Source: an optimization exercise on an open RTL-to-GDS flow (aim: small area, a short achievable clock period and few clock cycles). Production flows keep margins and buffers that such runs may drop. Function was checked by simulation only, so behaviour that the tests miss may differ from the original. Power is estimated from default activity; no workload was simulated.

--- flow/config.mk ---
export PLATFORM = sky130hd
export DESIGN_NAME = sliding_window_event_assigner_core
export DESIGN_NICKNAME = sliding_window_event_assigner_core
export VERILOG_FILES = /design/flow/design.v
export SDC_FILE = /design/flow/constraint.sdc
export NUM_CORES = 4
export LEC_CHECK = 0
export CAP_MARGIN = 20
export CORE_MARGIN = 2
export CORE_UTILIZATION = 40
export SLEW_MARGIN = 20
--- flow/flow/run.sh ---
#!/bin/bash
set -euo pipefail
cd "$(dirname "$0")/.."
bash standard.sh SETUP_SLACK_MARGIN=6.8 "BUFFER_PORTS_ARGS=-buffer_cell sky130_fd_sc_hd__buf_1" finish > flow_standard.log 2>&1
--- flow/constraint.sdc ---
create_clock -name core_clock -period 10.0 [get_ports {clk}]
set_input_delay 2.0000 -clock core_clock [delete_from_list [all_inputs] [get_ports {clk}]]
set_output_delay 2.0000 -clock core_clock [all_outputs]
set_load 0.01 [all_outputs]
--- flow/design.v ---
`timescale 1ns / 1ps
package swea_pkg;
	localparam int TIME_W = 31;
	localparam int REF_W = 32;
	localparam int TAG_W = 31;
	localparam int RANK_CNT_W = 9;
	localparam int RANK_W = 8;
	localparam int MAX_WINDOWS_PER_EVENT = 32;
	localparam int ADDR_W = 4;
	localparam int DATA_W = 32;
	localparam logic [1:0] REG_SLIDE = 2'd0;
	localparam logic [1:0] REG_RANGE = 2'd1;
	localparam logic [1:0] REG_RANKS = 2'd2;
endpackage
`timescale 1ns / 1ps
module swea_div (
	input  logic [30:0] rem,      
	input  logic [1:0]  bits,     
	input  logic [30:0] d,        
	input  logic [32:0] d3,       
	output logic [30:0] rem_nxt,
	output logic [1:0]  digit,
	output logic [32:0] s1        
);
	logic [32:0] r4;
	logic [33:0] s1w;
	logic [33:0] s2;
	logic [33:0] s3;
	always_comb begin
		r4 = {rem, bits};
		s1w = {1'b0, r4} - {3'b0, d};
		s2 = {1'b0, r4} - {2'b0, d, 1'b0};
		s3 = {1'b0, r4} - {1'b0, d3};
		if (!s3[33]) begin
			digit = 2'd3;
			rem_nxt = s3[30:0];
		end else if (!s2[33]) begin
			digit = 2'd2;
			rem_nxt = s2[30:0];
		end else if (!s1w[33]) begin
			digit = 2'd1;
			rem_nxt = s1w[30:0];
		end else begin
			digit = 2'd0;
			rem_nxt = r4[30:0];
		end
	end
	assign s1 = s1w[32:0];
endmodule
`timescale 1ns / 1ps
module sliding_window_event_assigner_core (
	input  logic                              clk,
	input  logic                              arst_n,
	input  logic                              evt_valid,
	output logic                              evt_ready,
	input  logic [swea_pkg::TIME_W-1:0]       evt_stamp,
	input  logic [swea_pkg::REF_W-1:0]        evt_ref,
	input  logic [swea_pkg::TAG_W-1:0]        evt_tag,
	input  logic                              evt_eom,
	output logic                              res_valid,
	input  logic                              res_ready,
	output logic                              res_kind,
	output logic [swea_pkg::TIME_W-1:0]       res_window_id,
	output logic [swea_pkg::RANK_W-1:0]       res_rank,
	output logic [swea_pkg::REF_W-1:0]        res_ref,
	output logic [swea_pkg::TAG_W-1:0]        res_tag,
	output logic [swea_pkg::TIME_W-1:0]       res_span_low,
	output logic [swea_pkg::TIME_W-1:0]       res_span_high,
	output logic                              res_last,
	input  logic                              psel,
	input  logic                              penable,
	input  logic                              pwrite,
	input  logic [swea_pkg::ADDR_W-1:0]       paddr,
	input  logic [swea_pkg::DATA_W-1:0]       pwdata,
	output logic [swea_pkg::DATA_W-1:0]       prdata,
	output logic                              pready
);
	localparam int TW = swea_pkg::TIME_W;
	localparam logic [2:0] S_IDLE  = 3'd0;  
	localparam logic [2:0] S_STEP  = 3'd1;  
	localparam logic [2:0] S_FIN   = 3'd2;  
	localparam logic [2:0] S_DONE  = 3'd3;  
	localparam logic [2:0] S_CBEG  = 3'd4;  
	localparam logic [2:0] S_CLOAD = 3'd5;  
	localparam logic [2:0] S_CCNT  = 3'd6;  
	localparam logic [2:0] S_CMOD  = 3'd7;  
	logic [TW-1:0] slide_q;
	logic [TW-1:0] range_q;
	logic [swea_pkg::RANK_CNT_W-1:0] rank_cnt_q;
	logic [32:0] d3_q;    
	logic d0_q;           
	logic d1_q;           
	logic [2:0] skip_q;   
	logic rzero_q;        
	logic r1_q;           
	logic [8:0] r_q;      
	logic czero_q;        
	logic [4:0] cm1_q;    
	logic [4:0] cm1mod_q; 
	logic [9:0] r3_q;     
	logic [2:0] st_q;
	logic idle_q;         
	logic wr_q;           
	logic cfg_q;          
	logic [3:0] cnt_q;
	logic fs_q;           
	logic [30:0] rem_q;
	logic [30:0] qr_q;    
	logic [7:0] m_q;      
	logic valid_q;
	logic kind_q;
	logic last_q;
	logic first_q;
	logic pend_q;         
	logic eom_q;
	logic [4:0] left_q;   
	logic [TW-1:0] w_q;
	logic [7:0] rank_q;
	logic [swea_pkg::REF_W-1:0] ref_q;
	logic [swea_pkg::TAG_W-1:0] tag_q;
	logic [TW-1:0] low_q;
	logic [TW-1:0] high_q;
	logic [TW-1:0] slo_q;     
	logic [TW-1:0] shi_q;
	logic evt_ready_q;
	logic pready_q;
	logic [swea_pkg::DATA_W-1:0] prdata_q;
	logic [TW-1:0] d;
	logic [8:0] r;
	logic [8:0] r_c;
	logic [TW-1:0] dividend;
	logic [30:0] step_rem;
	logic [1:0] step_digit;
	logic [1:0] tdig;
	logic [9:0] tx;
	logic [10:0] t1;
	logic [10:0] t2;
	logic [10:0] t3;
	logic [7:0] m_nxt;
	logic cfg_wr;
	logic accept;
	logic start;
	logic take;
	logic last_win;
	logic load;
	logic [TW:0] old_diff;
	logic clip;
	logic [TW-1:0] oldest;
	logic [4:0] left0;
	logic [9:0] radj;
	logic [7:0] rank0;
	logic [8:0] rank_inc;
	logic [7:0] rank_nxt;
	logic valid_nxt;
	logic pend_nxt;
	logic [2:0] st_nxt;
	logic [4:0] cm1_nxt;
	logic sum_nxt;
	logic [TW-1:0] d_c;
	logic [32:0] s1;
	logic [TW-1:0] low_nxt;
	logic [TW-1:0] high_nxt;
	logic emit_en;
	logic [61:0] ld;
	assign d = {slide_q[TW-1:1], d0_q};
	assign d_c = {slide_q[TW-1:1], slide_q[0] | (slide_q == '0)};
	assign r_c = rank_cnt_q[8] ? 9'd256 : rank_cnt_q;
	assign r = r_q;
	assign dividend = cfg_q ? range_q : evt_stamp;
	assign ld = {31'b0, dividend} << {skip_q, 1'b1};
	swea_div u_div (
		.rem     (rem_q),
		.bits    (qr_q[30:29]),
		.d       (d),
		.d3      (d3_q),
		.s1      (s1),
		.rem_nxt (step_rem),
		.digit   (step_digit)
	);
	always_comb begin
		tdig = qr_q[1:0];
		tx = {m_q, tdig};
		t1 = {1'b0, tx} - {2'b0, r};
		t2 = {1'b0, tx} - {1'b0, r, 1'b0};
		t3 = {1'b0, tx} - {1'b0, r3_q};
		if (!t3[10]) m_nxt = t3[7:0];
		else if (!t2[10]) m_nxt = t2[7:0];
		else if (!t1[10]) m_nxt = t1[7:0];
		else m_nxt = tx[7:0];
	end
	always_comb begin
		old_diff = {1'b0, qr_q} - {27'b0, cm1_q};
		clip = old_diff[TW];
		oldest = clip ? '0 : old_diff[TW-1:0];
		left0 = clip ? qr_q[4:0] : cm1_q;
		radj = {2'b0, m_q} - {5'b0, cm1mod_q};
		if (radj[9]) radj = radj + {1'b0, r};
		rank0 = (clip || rzero_q) ? 8'd0 : radj[7:0];
	end
	always_comb begin
		cfg_wr = psel && penable && pready_q && pwrite;
		accept = evt_valid && evt_ready_q;
		start = (st_q == S_DONE) && (accept || pend_q);
		take = valid_q && res_ready;
		load = idle_q && evt_valid;
		last_win = left_q == 5'd0;
		rank_inc = {1'b0, rank_q} + 9'd1;
		rank_nxt = (rzero_q || (rank_inc == r)) ? 8'd0 : rank_inc[7:0];
		cm1_nxt = (qr_q[30:5] != '0) ? 5'd31 : (qr_q[4:0] - 5'd1);
		sum_nxt = valid_q ? (kind_q ? !res_ready : (res_ready && last_win && eom_q))
			: (accept && czero_q && evt_eom);
		emit_en = take || accept || start;
	end
	always_comb begin
		low_nxt = low_q;
		high_nxt = high_q;
		if (first_q) begin
			if (w_q < low_q) low_nxt = w_q;
			if (qr_q > high_q) high_nxt = qr_q;
		end
	end
	always_comb begin
		st_nxt = st_q;
		case (st_q)
			S_IDLE: if (load) st_nxt = S_STEP;
			S_STEP: if (cnt_q == 4'd0) st_nxt = cfg_q ? S_CCNT : S_FIN;
			S_FIN: st_nxt = S_DONE;
			S_DONE: if (start) st_nxt = S_IDLE;
			S_CBEG: st_nxt = S_CLOAD;
			S_CLOAD: st_nxt = S_STEP;
			S_CCNT: st_nxt = S_CMOD;
			S_CMOD: if (cnt_q[1:0] == 2'd0) st_nxt = S_IDLE;
			default: st_nxt = S_IDLE;
		endcase
		if (wr_q) st_nxt = S_CBEG;
	end
	always_comb begin
		if (valid_q) begin
			valid_nxt = !(res_ready && (kind_q || (last_win && !eom_q)));
		end else begin
			valid_nxt = start || (accept && czero_q && evt_eom);
		end
		pend_nxt = pend_q;
		if (start) begin
			pend_nxt = 1'b0;
		end else if (accept && !czero_q) begin
			pend_nxt = 1'b1;
		end
		if (wr_q) pend_nxt = 1'b0;
	end
	always_ff @(posedge clk or negedge arst_n) begin
		if (!arst_n) begin
			st_q <= S_CBEG;
			idle_q <= 1'b0;
			wr_q <= 1'b0;
			pend_q <= 1'b0;
			valid_q <= 1'b0;
			evt_ready_q <= 1'b0;
			pready_q <= 1'b0;
			first_q <= 1'b0;
			slide_q <= TW'(1);
			range_q <= TW'(1);
			rank_cnt_q <= 9'd1;
			low_q <= '1;
			high_q <= '0;
		end else begin
			st_q <= st_nxt;
			idle_q <= (st_nxt == S_IDLE) && !czero_q;
			wr_q <= cfg_wr && (paddr[3:2] != 2'd3);
			valid_q <= valid_nxt;
			pend_q <= pend_nxt;
			evt_ready_q <= !(psel && pwrite) && !wr_q && !valid_nxt && !pend_nxt
				&& ((st_nxt == S_IDLE) || (!czero_q && (st_nxt == S_DONE)));
			pready_q <= psel && penable && !pready_q;
			first_q <= start;
			if (cfg_wr) begin
				case (paddr[3:2])
					swea_pkg::REG_SLIDE: slide_q <= pwdata[TW-1:0];
					swea_pkg::REG_RANGE: range_q <= pwdata[TW-1:0];
					swea_pkg::REG_RANKS: rank_cnt_q <= pwdata[swea_pkg::RANK_CNT_W-1:0];
					default: begin
					end
				endcase
			end
			if (take && kind_q) begin
				low_q <= '1;
				high_q <= '0;
			end else begin
				low_q <= low_nxt;
				high_q <= high_nxt;
			end
		end
	end
	always_ff @(posedge clk) begin
		if (st_q == S_CBEG) begin
			d0_q <= d_c[0];
			d1_q <= slide_q[TW-1:1] == '0;
			if (slide_q[TW-1:11] != '0) skip_q <= 3'd5;
			else if (slide_q[10:9] != '0) skip_q <= 3'd4;
			else if (slide_q[8:7] != '0) skip_q <= 3'd3;
			else if (slide_q[6:5] != '0) skip_q <= 3'd2;
			else if (slide_q[4:3] != '0) skip_q <= 3'd1;
			else skip_q <= 3'd0;
			r_q <= r_c;
			rzero_q <= r_c == 9'd0;
			r1_q <= r_c == 9'd1;
			r3_q <= {1'b0, r_c} + {r_c, 1'b0};
		end
		if (st_q == S_CLOAD) d3_q <= s1;
		if (st_q == S_CCNT) begin
			czero_q <= qr_q == '0;
			cm1_q <= cm1_nxt;
		end
		if (st_q == S_CMOD && cnt_q[1:0] == 2'd0) begin
			cm1mod_q <= m_nxt[4:0];
		end
		if (st_q == S_CBEG) cfg_q <= 1'b1;
		if (st_q == S_CMOD && cnt_q[1:0] == 2'd0) cfg_q <= 1'b0;
		if (st_q == S_STEP) rem_q <= step_rem;
		else if (idle_q || st_q == S_CLOAD) rem_q <= d1_q ? 31'b0 : ld[61:31];
		else rem_q <= d_c;
		if (idle_q || st_q == S_CLOAD) begin
			qr_q <= {ld[30:1], dividend[TW-1] & d1_q};
			m_q <= {7'b0, dividend[TW-1] & d1_q & !r1_q};
			cnt_q <= 4'd14 - {1'b0, skip_q};
			fs_q <= 1'b1;
		end else if (st_q == S_STEP) begin
			qr_q <= {qr_q[28:0], step_digit};
			if (!fs_q) m_q <= m_nxt;
			cnt_q <= cnt_q - 4'd1;
			fs_q <= 1'b0;
		end else if (st_q == S_FIN) begin
			m_q <= m_nxt;
		end else if (st_q == S_CBEG) begin
			qr_q[30:29] <= 2'b0;
		end else if (st_q == S_CCNT) begin
			qr_q[1:0] <= {1'b0, cm1_nxt[4]};
			m_q <= 8'd0;
			cnt_q <= 4'd2;
		end else if (st_q == S_CMOD) begin
			qr_q[1:0] <= (cnt_q[1:0] == 2'd2) ? cm1_q[3:2] : cm1_q[1:0];
			m_q <= m_nxt;
			cnt_q <= cnt_q - 4'd1;
		end
		if (accept) begin
			eom_q <= evt_eom;
			tag_q <= evt_tag;
		end
		if (accept || (take && last_win)) begin
			ref_q <= (valid_q || czero_q) ? '0 : evt_ref;
		end
		if (emit_en) begin
			if (valid_q) begin
				kind_q <= kind_q || (last_win && eom_q);
				last_q <= last_win || ((left_q == 5'd1) && !eom_q);
				w_q <= last_win ? '0 : w_q + TW'(1);
				rank_q <= last_win ? 8'd0 : rank_nxt;
				left_q <= left_q - 5'd1;
			end else begin
				kind_q <= czero_q;
				last_q <= czero_q || ((left0 == 5'd0) && !(pend_q ? eom_q : evt_eom));
				w_q <= czero_q ? '0 : oldest;
				rank_q <= czero_q ? 8'd0 : rank0;
				left_q <= left0;
			end
		end
		slo_q <= sum_nxt ? low_nxt : '0;
		shi_q <= sum_nxt ? high_nxt : '0;
		case (paddr[3:2])
			swea_pkg::REG_SLIDE: prdata_q <= {1'b0, slide_q};
			swea_pkg::REG_RANGE: prdata_q <= {1'b0, range_q};
			swea_pkg::REG_RANKS: prdata_q <= {23'b0, rank_cnt_q};
			default: prdata_q <= '0;
		endcase
	end
	assign prdata = prdata_q;
	assign pready = pready_q;
	assign evt_ready = evt_ready_q;
	assign res_valid = valid_q;
	assign res_kind = kind_q;
	assign res_window_id = w_q;
	assign res_rank = rank_q;
	assign res_ref = ref_q;
	assign res_tag = tag_q;
	assign res_span_low = slo_q;
	assign res_span_high = shi_q;
	assign res_last = last_q;
endmodule
--- flow/standard.sh ---
#!/bin/bash
# synth_recipe.tcl (not shown) runs the flow's synth.tcl, then flattens the netlist and writes it again
# the make line also repeats each setting of config.mk as NAME=value (left out here)
make -C /OpenROAD-flow-scripts/flow DESIGN_CONFIG=/design/flow/config.mk WORK_HOME=/design/flow/orfs CLKGATE_MAP_FILE= SYNTH_SCRIPT=/design/flow/synth_recipe.tcl "${@:-finish}"
==> summary.md, run 1 <==
| Metric | Value |
|---|---|
| Initial antenna violation count | `1` |
| Ys flop type | `edfxtp_1` |
| Post-synthesis adder-cell area fraction | `0.0982` |
| Initial Util | `0.406` |
| Post-Syn Area per Cell | `9.69 um^2` |
| Hold crit path type | `flop to flop` |
| GPL Wtd Cong | `0.949` |
| DR pass1 iterations | `5` |
| Root Driver | `clkbuf_16` |
| Status | `timing/DRC/antenna clean` |
| DIE HEIGHT | `279 um` |
| Max-capacitance violation count | `0` |
| Clk sinks | `a little under 500` |
| Slowest CP cell | `edfxtp_1` |
| Synth Net Count | `roughly 3.5k` |
| PwrDens | `335 nW/um^2` |
| #FFs+latches synth | `491` |
| Final Critical Period | `3260 ps` |
| Worst setup SP type | `flop` |
| Asr flop ratio synth | `0.291` |
| Synth Area in Compound Gates | `0.177` |
| Die Area | `78000 um^2` |
| Clock Latency Late Sink | `650 ps` |
| P_leak | `15.5 nW` |
| Syn. warnings | `2` |
| Setup ws final | `around 6700 ps` |
| Largest family of logic cells by synthesized area | `compound AO/OA/AOI/OAI gates` |
| Proportion of synthesized area in mux cells | `0.0719` |
| Final count of hold timing violations | `0` |
| DRT iter0 DRCs | `1887` |
| H-tree levels | `2` |
| Final setup violation count | `0` |
| Post-DR wirelength/cell | `21.8 um` |
| Slew headroom | `0.404` |
| Pin count of the biggest net entering global routing | `63` |
| Worst setup EP type | `output pin` |
| Classification of the worst setup path | `flop to output pin` |
| Netlist Area Pre-Place | `30300 um^2` |
| First-pass GRT wire length | `149000 um` |
| Synth cell types | `86` |
| Clk pin slew, worst setup/hold paths | `70 ps` |
| Worst EP required | `8000 ps` |
| Worst-Margin Slew | `around 890 ps` |
| Internal Power | `0.00700 W` |
| Port Buf Inserts | `334` |
| Core area | `between 70000 and 80000 um^2` |
| # DRC | `0` |
| ANT nets after route | `0` |
| Sequential area share after synthesis | `0.420` |
| CTS tree | `yes` |
| Synth Area in XOR/XNOR | `0.0543` |
| Cells after synthesis | `3129` |
| Cts hold-fix bufs | `0` |
| Via count | `26.0k` |
| CTS Buffer Depth | `3` |
| Post-Route WL | `between 100000 and 150000 um` |
| Worst path bufs/invs | `1` |
| Period utilization | `0.326` |
| Crit path max fanout | `2` |
| Chip width | `279 um` |
| Slowest Stage Delay on Critical Path | `approximately 450 ps` |
| Worst Path Arrival | `1260 ps` |
| Clock skew | `33.7 ps` |
| Post-Synth Simple-Gate Area | `0.134` |
| Placement row count | `100` |
| Setup slack, reg-to-reg | `6770 ps` |
| Top delay family on crit path | `flip-flops` |
| Slew Viols, Final | `0` |
| Overflow after GRT | `0` |
| Worst VDD drop | `around 0.15 mV` |
| Setup_tns | `0 ps` |
| Number of synthesized flops with an enable pin | `215` |
| RSZ-0062 raised after global routing | `yes` |
| Pre-CTS WS | `~5300 ps` |
| Drt via density | `5.65` |
| Power share of the combinational group | `0.557` |
| Sw Pwr | `between 0.005 and 0.006 W` |
| Number of global-route vias before repair | `24.6k` |
| GRT Resource Usage Total | `0.247` |
| IO Pins | `339` |
| Fin nets | `3955` |
| Ratio of cells with drive above 1 in the final layout | `0.192` |
| Synth-to-layout area growth | `22.2%` |
| Num CTS Buffers | `56` |
| HPWL after DPL | `just over 70000 um` |
| FMAX | `307 MHz` |
| Power share of the sequential group | `0.271` |
| Clk pwr share | `0.172` |
| Critical-path cell list | `buf_1` |
| Final core utilization | `0.496` |
| Switching share of power | `0.436` |
sequential cells by signal, summed over array words and instances (netlist names), 3 cells and up:
register / count
qr_q: 31
skip_q: 3
rem_q: 31
st_q: 3
cm1mod_q: 5
tag_q: 31
cm1_q: 5
slide_q: 31
rank_cnt_q: 9
slo_q: 31
high_q: 31
rank_q: 8
d3_q: 33
range_q: 31
shi_q: 31
left_q: 5
r3_q: 9
m_q: 8
prdata_q: 31
w_q: 31
r_q: 9
cnt_q: 4
ref_q: 32
low_q: 31
Yosys cell counts, types with 12 or more instances:
| library cell | n | area share |
|---|---|---|
| xor2_1 | 81 | 0.023 |
| a21boi_0 | 65 | 0.016 |
| a21oi_1 | 212 | 0.035 |
| mux4_2 | 28 | 0.021 |
| ha_1 | 222 | 0.092 |
| nor2_1 | 214 | 0.026 |
| a31oi_1 | 24 | 0.0050 |
| a22oi_1 | 12 | 0.0030 |
| edfxtp_1 | 215 | 0.21 |
| o211ai_1 | 17 | 0.0042 |
| clkbuf_1 | 112 | 0.014 |
| a21o_1 | 71 | 0.018 |
| inv_1 | 211 | 0.026 |
| nor2b_1 | 25 | 0.0052 |
| mux2i_1 | 85 | 0.028 |
| o21ai_1 | 34 | 0.0056 |
| mux2_2 | 56 | 0.021 |
| nand2_1 | 198 | 0.025 |
| dfxtp_1 | 133 | 0.088 |
| nand3_1 | 144 | 0.024 |
| o31ai_1 | 15 | 0.0037 |
| and2_1 | 47 | 0.0097 |
| and3_1 | 16 | 0.0033 |
| dfstp_2 | 35 | 0.030 |
| a211oi_1 | 22 | 0.0054 |
| nor3_1 | 44 | 0.0073 |
| o21a_1 | 30 | 0.0074 |
| xnor2_1 | 107 | 0.031 |
| nand2b_1 | 38 | 0.0078 |
| buf_2 | 12 | 0.0020 |
| or3_1 | 21 | 0.0043 |
| o22ai_1 | 41 | 0.0085 |
| o21ai_0 | 206 | 0.034 |
| nand4_1 | 42 | 0.0087 |
| buf_1 | 12 | 0.0015 |
| dfrtp_1 | 108 | 0.089 |
layer usage:
layer / share of wire / routed length [um] / up-vias / GRT usage
met2: 0.48 / 48100 / 964 / 0.417
met5: 0 / 0 / - / 0
met1: 0.42 / 42700 / 12540 / 0.326
li1: - / - / 12310 / -
met4: 0.033 / 3360 / 0 / 0.0845
met3: 0.063 / 6330 / 177 / 0.0312
layout make-up:
type	count	area [um^2]
Fill cell	6987	37700
Multi-Input combinational cell	2290	17300
Sequential cell	491	12800
Timing Repair Buffer	532	3030
Clock buffer	75	1560
Tap cell	969	1210
Inverter	213	830
Clock inverter	31	354
Timing Repair inverter	1	5.00
Antenna cell	1	2.50
cells by family after synthesis:
kind of cell	Yosys count
other cells	1
flops	491
xor+xnor	188
compound gates	850
buf+inv	353
fa+ha+maj	232
simple gates	839
mux	175
metrics by stage:
step	power [W]	hold slack (ps)	std cells	cell area [um^2]
after floorplan	0.00740	451	3129	30400
after global placement	0.00903	432	4327	32700
after detailed placement	0.00907	446	4327	32700
after CTS	0.0119	455	4529	36000
after global routing	0.0132	479	4603	37000
final	0.0124	450	4603	37000
timing repair:
item | in CTS | in global routing
cloned | 5 | 3
buffers inserted | 91 | 70
pin swaps | 49 | 39
gates resized for setup | 185 | 157
endpoints found under the setup margin | 413 | 246
power groups by stage:
| stage | Clock (W) | Sequential, W | Combinational [W] |
|---|---|---|---|
| after floorplan | 0 | 0.00327 | 0.00413 |
| after global placement | 0 | 0.00348 | 0.00555 |
| after detailed placement | 0 | 0.00348 | 0.00559 |
| after CTS | 0.00218 | 0.00335 | 0.00637 |
| after global routing | 0.00225 | 0.00341 | 0.00751 |
| final | 0.00214 | 0.00336 | 0.00692 |
cells in the final DEF (no fill, tap or decap), types with 42 or more instances in the layout:
cell type  instances
ha_1             203
clkbuf_16         59
nor2_1           202
edfxtp_1         215
nand4_1           42
dfrtp_1           91
mux2_2            52
dfxtp_1          113
xnor2_1          104
a21oi_1          199
o21ai_0          190
buf_4            179
xor2_1            80
mux2i_1           83
inv_1            192
nand3_1          142
nand2_1          193
a21boi_0          64
and2_1            47
clkbuf_2          49
buf_1            257
a21o_1            68
final timing paths:
check / start / endpoint / depth (start not counted)
min in group asynchronous: arst_n / low_q[11] / 1
min: pready_q / pready_q / 1
min reg2reg: pready_q / pready_q / 1
max in group asynchronous: arst_n / slide_q[11] / 3
max: w_q[8] / res_window_id[8] / 1
max reg2reg: qr_q[30] / rem_q[15] / 13
Testbench counts, summed over its fixed seeds: cycles 41,102.
==> run 2: changes to the inputs <==
--- a/flow/config.mk
+++ b/flow/config.mk
@@ -9,3 +9,4 @@
 export CORE_MARGIN = 2
 export CORE_UTILIZATION = 40
 export SLEW_MARGIN = 20
+export TNS_END_PERCENT = 30
==> run 2 against run 1 <==
Synthesized cell count stayed put. Wire length down 1.9%. Via count decreased by 0.97%. Combinational power down 3%. Utilization is 0.31 points lower. Clock skew up 29 ps. Sequential power increased by 1%. Synthesized area unchanged. Sequential share of layout area is 0.17 points higher. Critical path depth unchanged. Global-route usage shrank 0.37 points. Critical endpoint is now res_window_id[15].
==> summary.md, run 2 <==
| Metric | Value |
|---|---|
| WHS | `443 ps (was 450 ps)` |
| Number of global-route vias before repair | `24.7k (was 24.6k)` |
| Number of flip-flops in the largest register | `33 (unchanged)` |
| CTS Buffer Depth | `3 (unchanged)` |
| Final core utilization | `0.493 (was 0.496)` |
| Commonest non-fill, non-tap cells in the layout | `315 x buf_1, 215 x edfxtp_1, 206 x ha_1 (was 257 x buf_1, 215 x edfxtp_1, 203 x ha_1)` |
| GPL Wtd Cong | `0.950 (was 0.949)` |
| Clk pwr share | `0.172 (about the same)` |
| Final count of hold timing violations | `0 (unchanged)` |
| Ratio of cells with drive above 1 in the final layout | `0.166 (was 0.192)` |
| Drt via density | `5.60 (was 5.65)` |
| Clock skew | `63.0 ps (was 33.7 ps)` |
| Via count | `25.7k (was 26.0k)` |
| Classification of the worst setup path | `flop to output pin (unchanged)` |
| Slew headroom | `0.358 (was 0.404)` |
| Switching share of power | `0.434 (was 0.436)` |
| Most common cell in the netlist | `ha_1 (unchanged)` |
| Num CTS Buffers | `57 (was 56)` |
| Netlist Area Pre-Place | `30300 um^2 (unchanged)` |
| CTS tree | `yes (unchanged)` |
| #FFs+latches synth | `491 (unchanged)` |
| Slowest Stage Delay on Critical Path | `530 ps (was 450 ps)` |
| Synth cell types | `86 (unchanged)` |
| Number of synthesized flops with an enable pin | `215 (unchanged)` |
| Hold crit path type | `flop to flop (unchanged)` |
| HPWL after DPL | `71300 um (was 71000 um)` |
| Setup_tns | `0 ps (unchanged)` |
| Clock Latency Late Sink | `660 ps (was 650 ps)` |
| Cells after synthesis | `3129 (unchanged)` |
| IO Pins | `339 (unchanged)` |
| Synth area leader | `edfxtp_1 (unchanged)` |
| Fin nets | `3940 (was 3955)` |
| Internal Power | `0.00694 W (was 0.00700 W)` |
| Leading cell types by count after synthesis | `222 x ha_1, 215 x edfxtp_1, 214 x nor2_1 (unchanged)` |
| Power share of the combinational group | `0.550 (was 0.557)` |
| Core area | `74700 um^2 (unchanged)` |
| P_leak | `15.2 nW (was 15.5 nW)` |
| Post-DR wirelength/cell | `21.4 um (was 21.8 um)` |
| Post-Route WL | `98500 um (was 100000 um)` |
| # DRC | `0 (unchanged)` |
| Setup slack, reg-to-reg | `6650 ps (was 6770 ps)` |
| Clk pin slew, worst setup/hold paths | `60 ps (was 70 ps)` |
| Worst setup SP type | `flop (unchanged)` |
| Final Critical Period | `3370 ps (was 3260 ps)` |
| ANT nets after route | `0 (unchanged)` |
| Top delay family on crit path | `flip-flops (unchanged)` |
| Worst EP required | `8000 ps (about the same)` |
| Slew Viols, Final | `0 (unchanged)` |
| Top flop regs | `d3_q x33, ref_q x32 (unchanged)` |
| Placement row count | `100 (unchanged)` |
| Power share of the sequential group | `0.278 (was 0.271)` |
| Clk sinks | `491 (unchanged)` |
| DIE HEIGHT | `279 um (unchanged)` |
| Initial Util | `0.406 (unchanged)` |
| Post-Syn Area per Cell | `9.69 um^2 (unchanged)` |
| Initial antenna violation count | `7 (was 1)` |
| Commonest non-fill, non-tap cell in the layout | `buf_1 (unchanged)` |
| Syn. warnings | `2 (unchanged)` |
| DP Area | `32600 um^2 (was 32700 um^2)` |
| Worst Path Arrival | `1370 ps (was 1260 ps)` |
| Asr flop ratio synth | `0.291 (unchanged)` |
| Overflow after GRT | `0 (unchanged)` |
| Worst path bufs/invs | `1 (unchanged)` |
| Chip width | `279 um (unchanged)` |
| Pin count of the biggest net entering global routing | `63 (unchanged)` |
| Period utilization | `0.337 (was 0.326)` |
| Root Driver | `clkbuf_16 (unchanged)` |
| First-pass GRT wire length | `147000 um (was 149000 um)` |
| Max-capacitance violation count | `0 (unchanged)` |
| Worst setup EP type | `output pin (unchanged)` |
| H-tree levels | `2 (unchanged)` |
| Area share of the largest cell type after synthesis | `0.213 (unchanged)` |
| Status | `timing/DRC/antenna clean (unchanged)` |
| PwrDens | `333 nW/um^2 (was 335 nW/um^2)` |
| DRT iter0 DRCs | `1823 (was 1887)` |
| Largest Register | `d3_q (unchanged)` |
| Port Buf Inserts | `334 (unchanged)` |
| Ys flop type | `edfxtp_1 (unchanged)` |
| DR pass1 iterations | `7 (was 5)` |
| Sequential area share after synthesis | `0.420 (unchanged)` |
| FMAX | `297 MHz (was 307 MHz)` |
| Synth-to-layout area growth | `21.4% (was 22.2%)` |
| Die Area | `78000 um^2 (unchanged)` |
| Synth top area cells | `edfxtp_1 21%, ha_1 9.2%, dfrtp_1 8.9% (unchanged)` |
| Critical-path cell list | `clkbuf_2 (was buf_1)` |
| Slowest CP cell | `edfxtp_1 (unchanged)` |
| GRT Resource Usage Total | `0.243 (was 0.247)` |
| Synth Net Count | `3499 (unchanged)` |
| Final setup violation count | `0 (unchanged)` |
| RSZ-0062 raised after global routing | `yes (unchanged)` |
| Crit path max fanout | `7 (was 2)` |
| Sw Pwr | `0.00531 W (was 0.00542 W)` |
| Placed Cells | `4326 (was 4327)` |
| Worst VDD drop | `0.217 mV (was 0.149 mV)` |
| Cts hold-fix bufs | `0 (unchanged)` |
| Post-route cell area | `36800 um^2 (was 37000 um^2)` |
| Worst-Margin Slew | `963 ps (was 891 ps)` |
| Non-Filler Instances | `4595 (was 4603)` |
## run 2: timing repair
action / 4_1_cts / 5_1_grt
gates cloned: 3 / 1
gates resized for setup: 140 / 130
setup endpoints to repair: 428 / 447
hold endpoints to repair: 0 / 0
buffers inserted: 51 / 98
pin swaps: 42 / 52
## run 2: area by class of cell
cell class	instances	area, um^2
diodes	7	17.5
clock buffers	87	1720
clock inverters	21	176
fillers	7065	37900
inverters	213	833
multi-input cells	2287	17200
flip-flops and latches	491	12800
well taps	969	1210
repair buffers	519	2890
repair inverters	1	5.00
## run 2: worst paths after layout
check,cells after the start,startpoint,to
max,1,w_q[15],res_window_id[15]
min,1,pready_q,pready_q
max reg2reg,15,qr_q[29],rem_q[20]
min reg2reg,1,pready_q,pready_q
max in group asynchronous,3,arst_n,slide_q[11]
min in group asynchronous,1,arst_n,high_q[19]
## run 2: logic make-up after synthesis
logic type               synth area share
adder cells (fa/ha/maj)            0.0982
other                            0.000124
buffers and inverters              0.0451
multiplexers                       0.0719
flip-flops                          0.420
AO/OA/AOI/OAI                       0.177
XOR/XNOR                           0.0543
AND/OR/NAND/NOR                     0.134
## run 2: through the flow
step | setup WS (ps) | power [W]
4_1_cts | 6560 | 0.0118
6_report | 6630 | 0.0122
5_1_grt | 6580 | 0.0130
2_1_floorplan | 6270 | 0.00738
3_5_place_dp | 5360 | 0.00906
3_3_place_gp | 5350 | 0.00902
## run 2: layer usage
metal / up-vias / track usage / routed length [um]
met5: - / 0 / 20
met4: 2 / 0.108 / 4520
met3: 191 / 0.0394 / 6230
met2: 839 / 0.401 / 45900
met1: 12423 / 0.313 / 41800
li1: 12285 / - / -
## run 2: worst reg2reg max path, delay by kind of cell, from the launching register on
family | cells | cell delay [ps]
compound gates | 7 | 1340
flops | 1 | 450
fa+ha+maj | 2 | 520
xor+xnor | 1 | 220
buf+inv | 4 | 370
simple gates | 1 | 360
## run 2: power by group through the flow
stage / combinational, W / clock [W] / sequential, W
final: 0.00673 / 0.00211 / 0.00341
after global routing: 0.00736 / 0.00222 / 0.00346
after CTS: 0.00619 / 0.00216 / 0.00342
after detailed placement: 0.00558 / 0 / 0.00348
after global placement: 0.00554 / 0 / 0.00348
after floorplan: 0.00412 / 0 / 0.00327
==> run 3: changes to the inputs <==
==> flow/flow/run.sh (replaced) <==
#!/bin/bash
set -euo pipefail
cd "$(dirname "$0")/.."
bash standard.sh SETUP_SLACK_MARGIN=7.1 "BUFFER_PORTS_ARGS=-buffer_cell sky130_fd_sc_hd__buf_1" finish > flow_standard.log 2>&1
--- a/flow/config.mk
+++ b/flow/config.mk
@@ -9,4 +9,3 @@
 export CORE_MARGIN = 2
 export CORE_UTILIZATION = 40
 export SLEW_MARGIN = 20
-export TNS_END_PERCENT = 30
==> run 3 against run 2 <==
Still clean. Critical path depth is the same. Utilization grew 6.1 points. Global-route usage grew 1.8 points. Final area grew 12%. Clock skew shrank 14 ps. Wire length grew 11%. Critical endpoint is now res_window_id[18].
==> summary.md, run 3 <==
| Metric | Value |
|---|---|
| Most common cell in the netlist | `ha_1 (unchanged)` |
| P_leak | `17.2 nW (was 15.2 nW)` |
| # DRC | `0 (unchanged)` |
| #FFs+latches synth | `491 (unchanged)` |
| Ratio of cells with drive above 1 in the final layout | `0.330 (was 0.166)` |
| Via count | `27.2k (was 25.7k)` |
| Clock skew | `49.3 ps (was 63.0 ps)` |
| Internal Power | `0.00792 W (was 0.00694 W)` |
| Root Driver | `clkbuf_16 (unchanged)` |
| Placement row count | `100 (unchanged)` |
| Slew headroom | `0.292 (was 0.358)` |
| Worst setup EP type | `output pin (unchanged)` |
| Largest Register | `d3_q (unchanged)` |
| Pre-CTS WS | `5400 ps (was 5360 ps)` |
| Die Area | `78000 um^2 (unchanged)` |
| Period utilization | `0.328 (was 0.337)` |
| Netlist Area Pre-Place | `30300 um^2 (unchanged)` |
| Worst-Margin Slew | `1060 ps (was 963 ps)` |
| CTS tree | `yes (unchanged)` |
| Classification of the worst setup path | `flop to output pin (unchanged)` |
| FMAX | `305 MHz (was 297 MHz)` |
| Synth Net Count | `3499 (unchanged)` |
| Port Buf Inserts | `334 (unchanged)` |
| Total power | `0.0140 W (was 0.0122 W)` |
| ANT nets after route | `0 (unchanged)` |
| Worst setup SP type | `flop (unchanged)` |
| Number of synthesized flops with an enable pin | `215 (unchanged)` |
| Status | `timing/DRC/antenna clean (unchanged)` |
| Leading cell types by count after synthesis | `222 x ha_1, 215 x edfxtp_1, 214 x nor2_1 (unchanged)` |
| Fin nets | `4079 (was 3940)` |
| Initial Util | `0.406 (unchanged)` |
| Slew Viols, Final | `0 (unchanged)` |
| Drt via density | `5.75 (was 5.60)` |
| Worst EP required | `8000 ps (about the same)` |
| Cells after synthesis | `3129 (unchanged)` |
| Slowest CP cell | `edfxtp_1 (unchanged)` |
| Clk sinks | `491 (unchanged)` |
| Non-Filler Instances | `4729 (was 4595)` |
| Slowest Stage Delay on Critical Path | `450 ps (was 530 ps)` |
| Number of global-route vias before repair | `25.9k (was 24.7k)` |
| Worst path bufs/invs | `1 (unchanged)` |
| Final setup violation count | `0 (unchanged)` |
| IO Pins | `339 (unchanged)` |
| DR pass1 iterations | `5 (was 7)` |
| Num CTS Buffers | `57 (unchanged)` |
| PwrDens | `339 nW/um^2 (was 333 nW/um^2)` |
| Setup_tns | `0 ps (unchanged)` |
| Switching share of power | `0.436 (was 0.434)` |
| Post-DR wirelength/cell | `23.1 um (was 21.4 um)` |
| Synth cell types | `86 (unchanged)` |
| Worst Path Arrival | `1280 ps (was 1370 ps)` |
| Overflow after GRT | `0 (unchanged)` |
| Setup ws final | `6720 ps (was 6630 ps)` |
| Power share of the combinational group | `0.599 (was 0.550)` |
| Sw Pwr | `0.00612 W (was 0.00531 W)` |
| DIE HEIGHT | `279 um (unchanged)` |
| Max-capacitance violation count | `0 (unchanged)` |
| Post-Route WL | `109000 um (was 98500 um)` |
| Synth area leader | `edfxtp_1 (unchanged)` |
| Pin count of the biggest net entering global routing | `63 (unchanged)` |
| Clk pin slew, worst setup/hold paths | `60 ps (about the same)` |
| Clk pwr share | `0.156 (was 0.172)` |
| DRT iter0 DRCs | `2171 (was 1823)` |
| Post-Syn Area per Cell | `9.69 um^2 (unchanged)` |
| Hold crit path type | `flop to flop (unchanged)` |
| Top flop regs | `d3_q x33, ref_q x32 (unchanged)` |
| GPL Wtd Cong | `0.925 (was 0.950)` |
| Final Critical Period | `3280 ps (was 3370 ps)` |
| HPWL after DPL | `71700 um (was 71300 um)` |
| Worst VDD drop | `0.231 mV (was 0.217 mV)` |
| Asr flop ratio synth | `0.291 (unchanged)` |
| Core area | `74700 um^2 (unchanged)` |
| Sequential area share after synthesis | `0.420 (unchanged)` |
| GRT Resource Usage Total | `0.261 (was 0.243)` |
| Ys flop type | `edfxtp_1 (unchanged)` |
| Synth top area cells | `edfxtp_1 21%, ha_1 9.2%, dfrtp_1 8.9% (unchanged)` |
| Initial antenna violation count | `3 (was 7)` |
| Placed Cells | `4323 (was 4326)` |
| Fillers | `6373 (was 7065)` |
| CTS Buffer Depth | `3 (unchanged)` |
| Chip width | `279 um (unchanged)` |
| Syn. warnings | `2 (unchanged)` |
| First-pass GRT wire length | `157000 um (was 147000 um)` |
| Critical-path cell list | `clkbuf_2 (unchanged)` |
| Power share of the sequential group | `0.245 (was 0.278)` |
| Number of flip-flops in the largest register | `33 (unchanged)` |
| Top delay family on crit path | `flip-flops (unchanged)` |
| Final count of hold timing violations | `0 (unchanged)` |
| Area share of the largest cell type after synthesis | `0.213 (unchanged)` |
| Crit path max fanout | `2 (was 7)` |
| Post-route cell area | `41300 um^2 (was 36800 um^2)` |
| RSZ-0062 raised after global routing | `yes (unchanged)` |
| Clock Latency Late Sink | `660 ps (about the same)` |
| DP Area | `32900 um^2 (was 32600 um^2)` |
| Commonest non-fill, non-tap cells in the layout | `219 x buf_4, 215 x edfxtp_1, 189 x nor2_1 (was 315 x buf_1, 215 x edfxtp_1, 206 x ha_1)` |
| Synth-to-layout area growth | `36.3% (was 21.4%)` |
| H-tree levels | `2 (unchanged)` |
| Commonest non-fill, non-tap cell in the layout | `buf_4 (was buf_1)` |
[run 3: cell counts after synthesis]
No cell type changed its count.
[run 3: power by group through the flow]
stage,clock network (W),registers (W),logic [W]
floorplan,0,0.00327,0.00420
global placement,0,0.00351,0.00559
detailed placement,0,0.00352,0.00563
CTS,0.00222,0.00339,0.00727
global route,0.00229,0.00349,0.00899
finish,0.00219,0.00344,0.00841
[run 3: worst paths after layout]
path                                      to  cells after the start  startpoint  slack [ps]
setup / recovery           res_window_id[18]                      1     w_q[18]        6720
min in group asynchronous          low_q[13]                      1      arst_n        1670
hold / removal                          fs_q                      2        fs_q         480
setup reg to reg                   rank_q[7]                     14      m_q[0]        6730
hold reg to reg                         fs_q                      2        fs_q         480
max in group asynchronous      rank_cnt_q[8]                      2      arst_n        7300
[run 3: final cells by class]
| type | instances | area [um^2] | share of cell area |
|---|---|---|---|
| Multi-Input combinational cell | 2295 | 19200 | 0.464 |
| Sequential cell | 491 | 12900 | 0.311 |
| Timing Repair Buffer | 650 | 5250 | 0.127 |
| Clock buffer | 83 | 1680 | 0.0406 |
| Tap cell | 969 | 1210 | 0.0293 |
| Inverter | 213 | 838 | 0.0203 |
| Clock inverter | 25 | 285 | 0.00690 |
| Timing Repair inverter | 1 | 5.00 | 0.000121 |
| Antenna cell | 2 | 5.00 | 0.000121 |
[run 3: kinds of logic (layout without fill, tap and decap cells)]
family | after synthesis | in the layout | share of synthesized area
simple gates | 839 | 844 | 0.134
compound gates | 850 | 855 | 0.177
mux | 175 | 175 | 0.0719
buf+inv | 353 | 972 | 0.0451
fa+ha+maj | 232 | 232 | 0.0982
xor+xnor | 188 | 188 | 0.0543
flops | 491 | 491 | 0.420
other cells | 1 | 3 | 0.000124
[run 3: stage by stage]
step                      hold WS, ps   util
after CTS                         455  0.515
after detailed placement          439  0.441
after global placement            441  0.441
after global routing              521  0.554
final                             478  0.554
after floorplan                   451      -
[run 3: repair_timing]
action                                  CTS  global route
buffers inserted                        182            82
cloned                                   14            18
gates resized for setup                 540           546
hold buffers                              0             0
pin swaps                               108           169
endpoints found under the setup margin  588           476
[run 3: routing by layer]
metal	GRT usage	wire length (um)
met5	0	13
met4	0.106	5180
met3	0.0431	7550
met2	0.433	52100
met1	0.339	44600
==> run 4: changes to the inputs <==
==> flow/flow/run.sh (replaced) <==
#!/bin/bash
set -euo pipefail
cd "$(dirname "$0")/.."
bash standard.sh SETUP_SLACK_MARGIN=6.65 "BUFFER_PORTS_ARGS=-buffer_cell sky130_fd_sc_hd__buf_1" finish > flow_standard.log 2>&1
==> run 4 against run 3 <==
Final cell count fell by 4.0%. Register-to-register slack got worse by 100 ps. Worst setup slack got worse by 95 ps. Synthesized area did not move. Utilization fell by 7.0 points. Sequential power fell by 2%. Maximum frequency fell by 2.8%. Critical path depth rose by 13.
==> summary.md, run 4 <==
| Metric | Value |
|---|---|
| Status | `timing/DRC/antenna clean (unchanged)` |
| Synth Net Count | `3499 (unchanged)` |
| CP endpoint | `rank_q[7] (was res_window_id[18])` |
| Asr flop ratio synth | `0.291 (unchanged)` |
| Clk sinks | `491 (unchanged)` |
| Clk pin slew, worst setup/hold paths | `60 ps (about the same)` |
| Commonest non-fill, non-tap cell in the layout | `buf_1 (was buf_4)` |
| Hold crit path type | `flop to flop (unchanged)` |
| Sequential area share after synthesis | `0.420 (unchanged)` |
| Switching share of power | `0.436 (about the same)` |
| R2r startpoint | `m_q[0] (unchanged)` |
| Total power | `0.0120 W (was 0.0140 W)` |
| Setup slack, reg-to-reg | `6630 ps (was 6730 ps)` |
| Area taken by multi-input logic gates | `16900 um^2 (was 19200 um^2)` |
| Setup_tns | `0 ps (unchanged)` |
| Clock skew | `29.1 ps (was 49.3 ps)` |
| Num CTS Buffers | `57 (unchanged)` |
| Synth top area cells | `edfxtp_1 21%, ha_1 9.2%, dfrtp_1 8.9% (unchanged)` |
| # DRC | `0 (unchanged)` |
| Slowest CP cell | `fa_2 (was edfxtp_1)` |
| ANT nets after route | `0 (unchanged)` |
| Fin nets | `3889 (was 4079)` |
| Worst-Margin Slew | `978 ps (was 1060 ps)` |
| Final setup violation count | `0 (unchanged)` |
| Number of global-route vias before repair | `24.4k (was 25.9k)` |
| Post-DR wirelength/cell | `21.4 um (was 23.1 um)` |
| First-pass GRT wire length | `145000 um (was 157000 um)` |
| Register area | `12800 um^2 (was 12900 um^2)` |
| Placement row count | `100 (unchanged)` |
| Pin count of the biggest net entering global routing | `63 (unchanged)` |
| GPL Wtd Cong | `0.959 (was 0.925)` |
| GRT Resource Usage Total | `0.239 (was 0.261)` |
| Number of synthesized flops with an enable pin | `215 (unchanged)` |
| RSZ-0062 raised after global routing | `yes (unchanged)` |
| Period utilization | `0.337 (was 0.328)` |
| Root Driver | `clkbuf_16 (unchanged)` |
| Min-delay src | `pready_q (was fs_q)` |
| Crit. Startpoint | `m_q[0] (was w_q[18])` |
| Worst VDD drop | `0.161 mV (was 0.231 mV)` |
| Initial Util | `0.406 (unchanged)` |
| Synth area leader | `edfxtp_1 (unchanged)` |
| Commonest non-fill, non-tap cells in the layout | `330 x buf_1, 215 x edfxtp_1, 210 x ha_1 (was 219 x buf_4, 215 x edfxtp_1, 189 x nor2_1)` |
| Setup ws final | `6630 ps (was 6720 ps)` |
| H-tree levels | `2 (unchanged)` |
| CTS Buffer Depth | `3 (unchanged)` |
| Post-Route WL | `97300 um (was 109000 um)` |
| P_leak | `14.8 nW (was 17.2 nW)` |
| Chip width | `279 um (unchanged)` |
| CP most frequent cell | `ha_4` |
| Area share of the largest cell type after synthesis | `0.213 (unchanged)` |
| Classification of the worst setup path | `flop to flop (was flop to output pin)` |
| Power share of the sequential group | `0.282 (was 0.245)` |
| Critical-path cell list | `inv_2 -> ha_4 -> inv_1 -> fa_2 -> ha_4 -> a21o_1 -> a21oi_2 -> o21bai_2 -> a2111o_1 -> and3_4 -> nor3_4 -> mux2i_1 -> o21a_1 -> o22ai_1 (was clkbuf_2)` |
| WHS | `449 ps (was 478 ps)` |
| Reg2Reg Depth | `14 (unchanged)` |
| Core area | `74700 um^2 (unchanged)` |
| CTS tree | `yes (unchanged)` |
| Ratio of cells with drive above 1 in the final layout | `0.138 (was 0.330)` |
| Max-capacitance violation count | `0 (unchanged)` |
| Cts hold-fix bufs | `0 (unchanged)` |
| #FFs+latches synth | `491 (unchanged)` |
| IO Pins | `339 (unchanged)` |
| FMAX | `297 MHz (was 305 MHz)` |
| Drt via density | `5.66 (was 5.75)` |
| Netlist Area Pre-Place | `30300 um^2 (unchanged)` |
| Synth-to-layout area growth | `19.0% (was 36.3%)` |
| Ys flop type | `edfxtp_1 (unchanged)` |
| Overflow after GRT | `0 (unchanged)` |
| Slew Viols, Final | `0 (unchanged)` |
| Fillers | `7110 (was 6373)` |
| Most common cell in the netlist | `ha_1 (unchanged)` |
| Sw Pwr | `0.00523 W (was 0.00612 W)` |
| Worst EP required | `10390 ps (was 8000 ps)` |
| DR pass1 iterations | `6 (was 5)` |
| HPWL after DPL | `70800 um (was 71700 um)` |
| Final core utilization | `0.483 (was 0.554)` |
| Slowest Stage Delay on Critical Path | `560 ps (was 450 ps)` |
| Initial antenna violation count | `3 (unchanged)` |
| Final Critical Period | `3370 ps (was 3280 ps)` |
| Worst setup EP type | `flop (was output pin)` |
| Cells after synthesis | `3129 (unchanged)` |
| Leading cell types by count after synthesis | `222 x ha_1, 215 x edfxtp_1, 214 x nor2_1 (unchanged)` |
| Clock Latency Late Sink | `650 ps (was 660 ps)` |
| Number of flip-flops in the largest register | `33 (unchanged)` |
| Port Buf Inserts | `334 (unchanged)` |
| Largest Register | `d3_q (unchanged)` |
| Slew headroom | `0.348 (was 0.292)` |
| Internal Power | `0.00676 W (was 0.00792 W)` |
| Crit path max fanout | `2 (unchanged)` |
| Die Area | `78000 um^2 (unchanged)` |
| DIE HEIGHT | `279 um (unchanged)` |
| R2R Path End | `rank_q[7] (unchanged)` |
| Synth cell types | `86 (unchanged)` |
| Top flop regs | `d3_q x33, ref_q x32 (unchanged)` |
| Final count of hold timing violations | `0 (unchanged)` |
| Pre-CTS WS | `5390 ps (was 5400 ps)` |
| Power share of the combinational group | `0.538 (was 0.599)` |
| Worst Path Arrival | `3760 ps (was 1280 ps)` |
| DRT iter0 DRCs | `1938 (was 2171)` |
| Post-Syn Area per Cell | `9.69 um^2 (unchanged)` |
| PwrDens | `332 nW/um^2 (was 339 nW/um^2)` |
| Via count | `25.7k (was 27.2k)` |
| Clk pwr share | `0.179 (was 0.156)` |
| Worst setup SP type | `flop (unchanged)` |
| Syn. warnings | `2 (unchanged)` |
## run 4: cell counts after synthesis
Identical to the previous run, type by type.
## run 4: repair_timing
| item | in CTS | in global routing |
|---|---|---|
| pin swaps | 16 | 31 |
| setup buffers | 49 | 46 |
| endpoints found under the setup margin | 260 | 171 |
| resized for setup | 77 | 88 |
| cloned | 3 | 1 |
## run 4: worst min path at each step
stage / to / cells after the start
4_1_cts: pready_q / 1
3_3_place_gp: pready_q / 1
3_5_place_dp: pready_q / 1
6_report: pready_q / 1
2_1_floorplan: fs_q / 2
5_1_grt: pready_q / 1
## run 4: cell families (layout without fill, tap and decap cells)
kind of cell / after synthesis / in the layout / synth area share
adder cells (fa/ha/maj): 232 / 232 / 0.0982
flip-flops: 491 / 491 / 0.420
buffers and inverters: 353 / 789 / 0.0451
multiplexers: 175 / 175 / 0.0719
XOR/XNOR: 188 / 188 / 0.0543
AO/OA/AOI/OAI: 850 / 851 / 0.177
other: 1 / 4 / 0.000124
AND/OR/NAND/NOR: 839 / 840 / 0.134
## run 4: through the flow
step | cell area (um^2) | instances
floorplan | 30400 | 3129
global placement | 32600 | 4327
detailed placement | 32600 | 4329
CTS | 35300 | 4488
global route | 36100 | 4538
finish | 36100 | 4539
## run 4: final cells by class
type,count,area share
Timing Repair inverter,1,0.000139
Sequential cell,491,0.354
Clock inverter,22,0.00645
Timing Repair Buffer,468,0.0671
Inverter,213,0.0226
Tap cell,969,0.0336
Multi-Input combinational cell,2287,0.469
Clock buffer,85,0.0473
Antenna cell,3,0.000208
## run 4: metal layers
layer	global-route usage	share of wire	vias up	wire length, um
met5	0	0.00013	-	13
met4	0.0787	0.035	2	3370
met3	0.0294	0.066	170	6380
met2	0.403	0.47	895	45700
met1	0.319	0.43	12456	41800
li1	-	-	12177	-
## run 4: worst max-delay path: cells and delay by family (launching register included)
| kind | cells | cell delay, ps |
|---|---|---|
| compound gates | 6 | 1070 |
| flops | 1 | 430 |
| buf+inv | 2 | 150 |
| mux | 1 | 200 |
| fa+ha+maj | 3 | 890 |
| simple gates | 2 | 350 |
## run 4: power by group through the flow
stage | clock [W] | combinational, W | sequential (W)
floorplan | 0 | 0.00412 | 0.00327
global placement | 0 | 0.00552 | 0.00348
detailed placement | 0 | 0.00558 | 0.00348
CTS | 0.00218 | 0.00601 | 0.00339
global route | 0.00226 | 0.00703 | 0.00343
finish | 0.00215 | 0.00645 | 0.00338
==> run 5: changes to the inputs <==
==> flow/flow/run.sh (replaced) <==
#!/bin/bash
set -euo pipefail
cd "$(dirname "$0")/.."
bash standard.sh SETUP_SLACK_MARGIN=6.95 "BUFFER_PORTS_ARGS=-buffer_cell sky130_fd_sc_hd__buf_1" finish > flow_standard.log 2>&1
==> run 5 against run 4 <==
Wire length is 5.8% higher. Via count is 2.0% higher. Sequential share of layout area is 2.2 points lower. Total power is 7.5% higher. First-iteration DRC count is 0.98% lower. Sequential power hardly changed.
==> summary.md, run 5 <==
| Metric | Value |
|---|---|
| Status | `timing/DRC/antenna clean (unchanged)` |
| RSZ-0062 raised after global routing | `yes (unchanged)` |
| Num CTS Buffers | `58 (was 57)` |
| Worst EP required | `8000 ps (was 10390 ps)` |
| Asr flop ratio synth | `0.291 (unchanged)` |
| Fin nets | `4005 (was 3889)` |
| Switching share of power | `0.431 (was 0.436)` |
| Chip width | `279 um (unchanged)` |
| Core area | `74700 um^2 (unchanged)` |
| CTS Buffer Depth | `3 (unchanged)` |
| HPWL after DPL | `71100 um (was 70800 um)` |
| Initial antenna violation count | `2 (was 3)` |
| Ys flop type | `edfxtp_1 (unchanged)` |
| ANT nets after route | `0 (unchanged)` |
| Clk pwr share | `0.164 (was 0.179)` |
| Final Critical Period | `3270 ps (was 3370 ps)` |
| Sequential area share after synthesis | `0.420 (unchanged)` |
| GR peak layer | `met2 (unchanged)` |
| Via count | `26.2k (was 25.7k)` |
| Reg2Reg Depth | `14 (unchanged)` |
| Post-Route WL | `103000 um (was 97300 um)` |
| R2R Path End | `rem_q[22] (was rank_q[7])` |
| Slew Viols, Final | `0 (unchanged)` |
| Slowest Stage Delay on Critical Path | `460 ps (was 560 ps)` |
| Final count of hold timing violations | `0 (unchanged)` |
| DRT iter0 DRCs | `1919 (was 1938)` |
| Clock Latency Late Sink | `630 ps (was 650 ps)` |
| PwrDens | `332 nW/um^2 (about the same)` |
| Port Buf Inserts | `334 (unchanged)` |
| Initial Util | `0.406 (unchanged)` |
| Slew headroom | `0.453 (was 0.348)` |
| Power share of the sequential group | `0.262 (was 0.282)` |
| Fillers | `6697 (was 7110)` |
| Worst Path Arrival | `1270 ps (was 3760 ps)` |
| Min-delay src | `fs_q (was pready_q)` |
| Most common cell in the netlist | `ha_1 (unchanged)` |
| Worst setup EP type | `output pin (was flop)` |
| #FFs+latches synth | `491 (unchanged)` |
| Setup_tns | `0 ps (unchanged)` |
| Critical-path cell list | `buf_1 (was inv_2 -> ha_4 -> inv_1 -> fa_2 -> ha_4 -> a21o_1 -> a21oi_2 -> o21bai_2 -> a2111o_1 -> and3_4 -> nor3_4 -> mux2i_1 -> o21a_1 -> o22ai_1)` |
| CP Depth | `1 (was 14)` |
| H-tree levels | `2 (unchanged)` |
| Classification of the worst setup path | `flop to output pin (was flop to flop)` |
| Setup slack, reg-to-reg | `6760 ps (was 6630 ps)` |
| Met3 usage | `0.0339 (was 0.0294)` |
| Post-route cell area | `38800 um^2 (was 36100 um^2)` |
| Sw Pwr | `0.00555 W (was 0.00523 W)` |
| Number of synthesized flops with an enable pin | `215 (unchanged)` |
| Final setup violation count | `0 (unchanged)` |
| Met2 usage in global routing | `0.416 (was 0.403)` |
| IO Pins | `339 (unchanged)` |
| Cells after synthesis | `3129 (unchanged)` |
| GRT Resource Usage Total | `0.250 (was 0.239)` |
| Synth top area cells | `edfxtp_1 21%, ha_1 9.2%, dfrtp_1 8.9% (unchanged)` |
| Synth Net Count | `3499 (unchanged)` |
| Largest Register | `d3_q (unchanged)` |
| Worst path bufs/invs | `1 (was 2)` |
| Overflow after GRT | `0 (unchanged)` |
| Slowest CP cell | `edfxtp_1 (was fa_2)` |
| Synth cell types | `86 (unchanged)` |
| Pre-CTS WS | `5320 ps (was 5390 ps)` |
| Post-DR wirelength/cell | `22.1 um (was 21.4 um)` |
| Worst setup SP type | `flop (unchanged)` |
| Synth area leader | `edfxtp_1 (unchanged)` |
| CTS tree | `yes (unchanged)` |
| Hold crit path type | `flop to flop (unchanged)` |
| Clk pin slew, worst setup/hold paths | `60 ps (about the same)` |
| Die Area | `78000 um^2 (unchanged)` |
| Netlist Area Pre-Place | `30300 um^2 (unchanged)` |
| Period utilization | `0.327 (was 0.337)` |
| Top delay family on crit path | `flip-flops (was compound AO/OA/AOI/OAI gates)` |
| Syn. warnings | `2 (unchanged)` |
| Placement row count | `100 (unchanged)` |
| Max-capacitance violation count | `0 (unchanged)` |
| DP Area | `32900 um^2 (was 32600 um^2)` |
| Post-Syn Area per Cell | `9.69 um^2 (unchanged)` |
| Leading cell types by count after synthesis | `222 x ha_1, 215 x edfxtp_1, 214 x nor2_1 (unchanged)` |
| WHS | `483 ps (was 449 ps)` |
| P_leak | `16.4 nW (was 14.8 nW)` |
| Pin count of the biggest net entering global routing | `63 (unchanged)` |
| Commonest non-fill, non-tap cells in the layout | `215 x edfxtp_1, 199 x nor2_1, 196 x buf_4 (was 330 x buf_1, 215 x edfxtp_1, 210 x ha_1)` |
| Worst VDD drop | `0.191 mV (was 0.161 mV)` |
| Root Driver | `clkbuf_16 (unchanged)` |
| GPL Wtd Cong | `0.973 (was 0.959)` |
| Top flop regs | `d3_q x33, ref_q x32 (unchanged)` |
| Number of flip-flops in the largest register | `33 (unchanged)` |
| Crit. Startpoint | `w_q[2] (was m_q[0])` |
| Setup ws final | `6730 ps (was 6630 ps)` |
| Commonest non-fill, non-tap cell in the layout | `edfxtp_1 (was buf_1)` |
| Internal Power | `0.00733 W (was 0.00676 W)` |
| DR pass1 iterations | `6 (unchanged)` |
| Area share of the largest cell type after synthesis | `0.213 (unchanged)` |
| R2r startpoint | `qr_q[29] (was m_q[0])` |
| Crit path max fanout | `2 (unchanged)` |
| DIE HEIGHT | `279 um (unchanged)` |
| Ratio of cells with drive above 1 in the final layout | `0.261 (was 0.138)` |
| Synth-to-layout area growth | `27.8% (was 19.0%)` |
| Clock skew | `27.2 ps (was 29.1 ps)` |
| # DRC | `0 (unchanged)` |
| Number of global-route vias before repair | `24.9k (was 24.4k)` |
| Worst-Margin Slew | `816 ps (was 978 ps)` |
| Drt via density | `5.63 (was 5.66)` |
| Clk sinks | `491 (unchanged)` |
| CP endpoint | `res_window_id[2] (was rank_q[7])` |
| M1 GR Usage | `0.329 (was 0.319)` |
| FMAX | `306 MHz (was 297 MHz)` |
| Power share of the combinational group | `0.573 (was 0.538)` |
| First-pass GRT wire length | `150000 um (was 145000 um)` |
-- run 5: cell count changes in the layout (fill, tap and decap cells not counted), moves of 47 or more --
cell	change
buf_1	-187
mux2_2	-51
buf_4	+78
clkbuf_2	+73
buf_6	+77
buf_2	+47
dfxtp_1	-61
dfxtp_2	+57
mux2_4	+55
-- run 5: worst min path at each step --
stage | slack (ps) | cells after the start | endpoint
2_1_floorplan | 450 | 2 | fs_q
3_3_place_gp | 440 | 1 | pready_q
3_5_place_dp | 440 | 1 | pready_q
4_1_cts | 490 | 2 | fs_q
5_1_grt | 550 | 1 | m_q[0]
6_report | 480 | 2 | fs_q
-- run 5: per-stage QoR --
stage	util	total power, W	instances
4_1_cts	0.497	0.0122	4558
5_1_grt	0.519	0.0136	4656
6_report	0.519	0.0129	4656
3_5_place_dp	0.440	0.00907	4324
3_3_place_gp	0.440	0.00902	4322
2_1_floorplan	-	0.00743	3129
-- run 5: logic make-up (layout without fill, tap and decap cells) --
kind of cell             Yosys count  count (layout)  synth area share
multiplexers                     175             175            0.0719
buffers and inverters            353             901            0.0451
XOR/XNOR                         188             188            0.0543
AND/OR/NAND/NOR                  839             843             0.134
adder cells (fa/ha/maj)          232             232            0.0982
other                              1               3          0.000124
AO/OA/AOI/OAI                    850             854             0.177
flip-flops                       491             491             0.420
-- run 5: power groups by stage --
stage          combinational (W)  clock, W  sequential, W
3_5_place_dp             0.00559         0        0.00348
4_1_cts                  0.00669   0.00216        0.00336
2_1_floorplan            0.00416         0        0.00327
3_3_place_gp             0.00554         0        0.00348
5_1_grt                  0.00798   0.00223        0.00342
6_report                 0.00738   0.00212        0.00338
-- run 5: layout make-up --
cell class              count  area [um^2]  share of cell area
well taps                 969         1210              0.0313
diodes                      2         5.00            0.000129
multi-input cells        2293        17800               0.459
clock inverters            25          161             0.00416
repair buffers            577         4150               0.107
clock buffers              85         1740              0.0449
flip-flops and latches    491        12900               0.332
inverters                 213          833              0.0215
repair inverters            1         5.00            0.000129
-- run 5: timing repair --
action                                  in CTS  in global routing
pin swaps                                   56                 81
hold buffers                                 0                  0
setup buffers                              117                 86
gates resized for setup                    409                255
endpoints found under the hold margin        0                  0
endpoints found under the setup margin     545                473
gates cloned                                 7                 10
-- run 5: per-layer routing --
layer | part of all wire | wire, um
met2 | 0.47 | 48800
met1 | 0.42 | 43000
met4 | 0.041 | 4200
met3 | 0.068 | 6990
met5 | 0 | 0

[port drivers added, routing unchanged]
How much do the figures lean on ideal ports? The routed layouts below were timed once more, with nothing changed but the port constraints. Step 1, drivers: a clkbuf_16 drives clk and a buf_2 each remaining input, both assumed. Step 2 also shifts input and output timing later by t, the mid clock arrival at the registers, as if the neighbouring blocks saw the same clock. Slacks: ideal / step 1 / step 2; pairs: ideal / step 1.
| run | shift t [ns] | setup WS [ns] | hold WS [ns] | worst setup path at the end | cell pins on the clock port's net |
|---|---|---|---|---|---|
| run 1 | 0.703 | 6.742 / 6.673 / 6.159 | 0.450 / 0.450 / 0.450 | input to register | 1 |
| run 2 | 0.701 | 6.629 / 6.560 / 6.092 | 0.443 / 0.443 / 0.443 | input to register | 1 |
| run 3 | 0.701 | 6.723 / 6.657 / 6.277 | 0.478 / 0.478 / 0.478 | input to register | 1 |
| run 4 | 0.702 | 6.628 / 6.618 / 6.116 | 0.449 / 0.449 / 0.449 | input to register | 1 |
| run 5 | 0.685 | 6.731 / 6.665 / 6.257 | 0.483 / 0.483 / 0.483 | input to register | 1 |
After both steps every run listed still meets setup and hold. For run 1, which loses most, drivers alone change the setup slack by -0.069 ns; drivers and shift together by -0.583 ns.
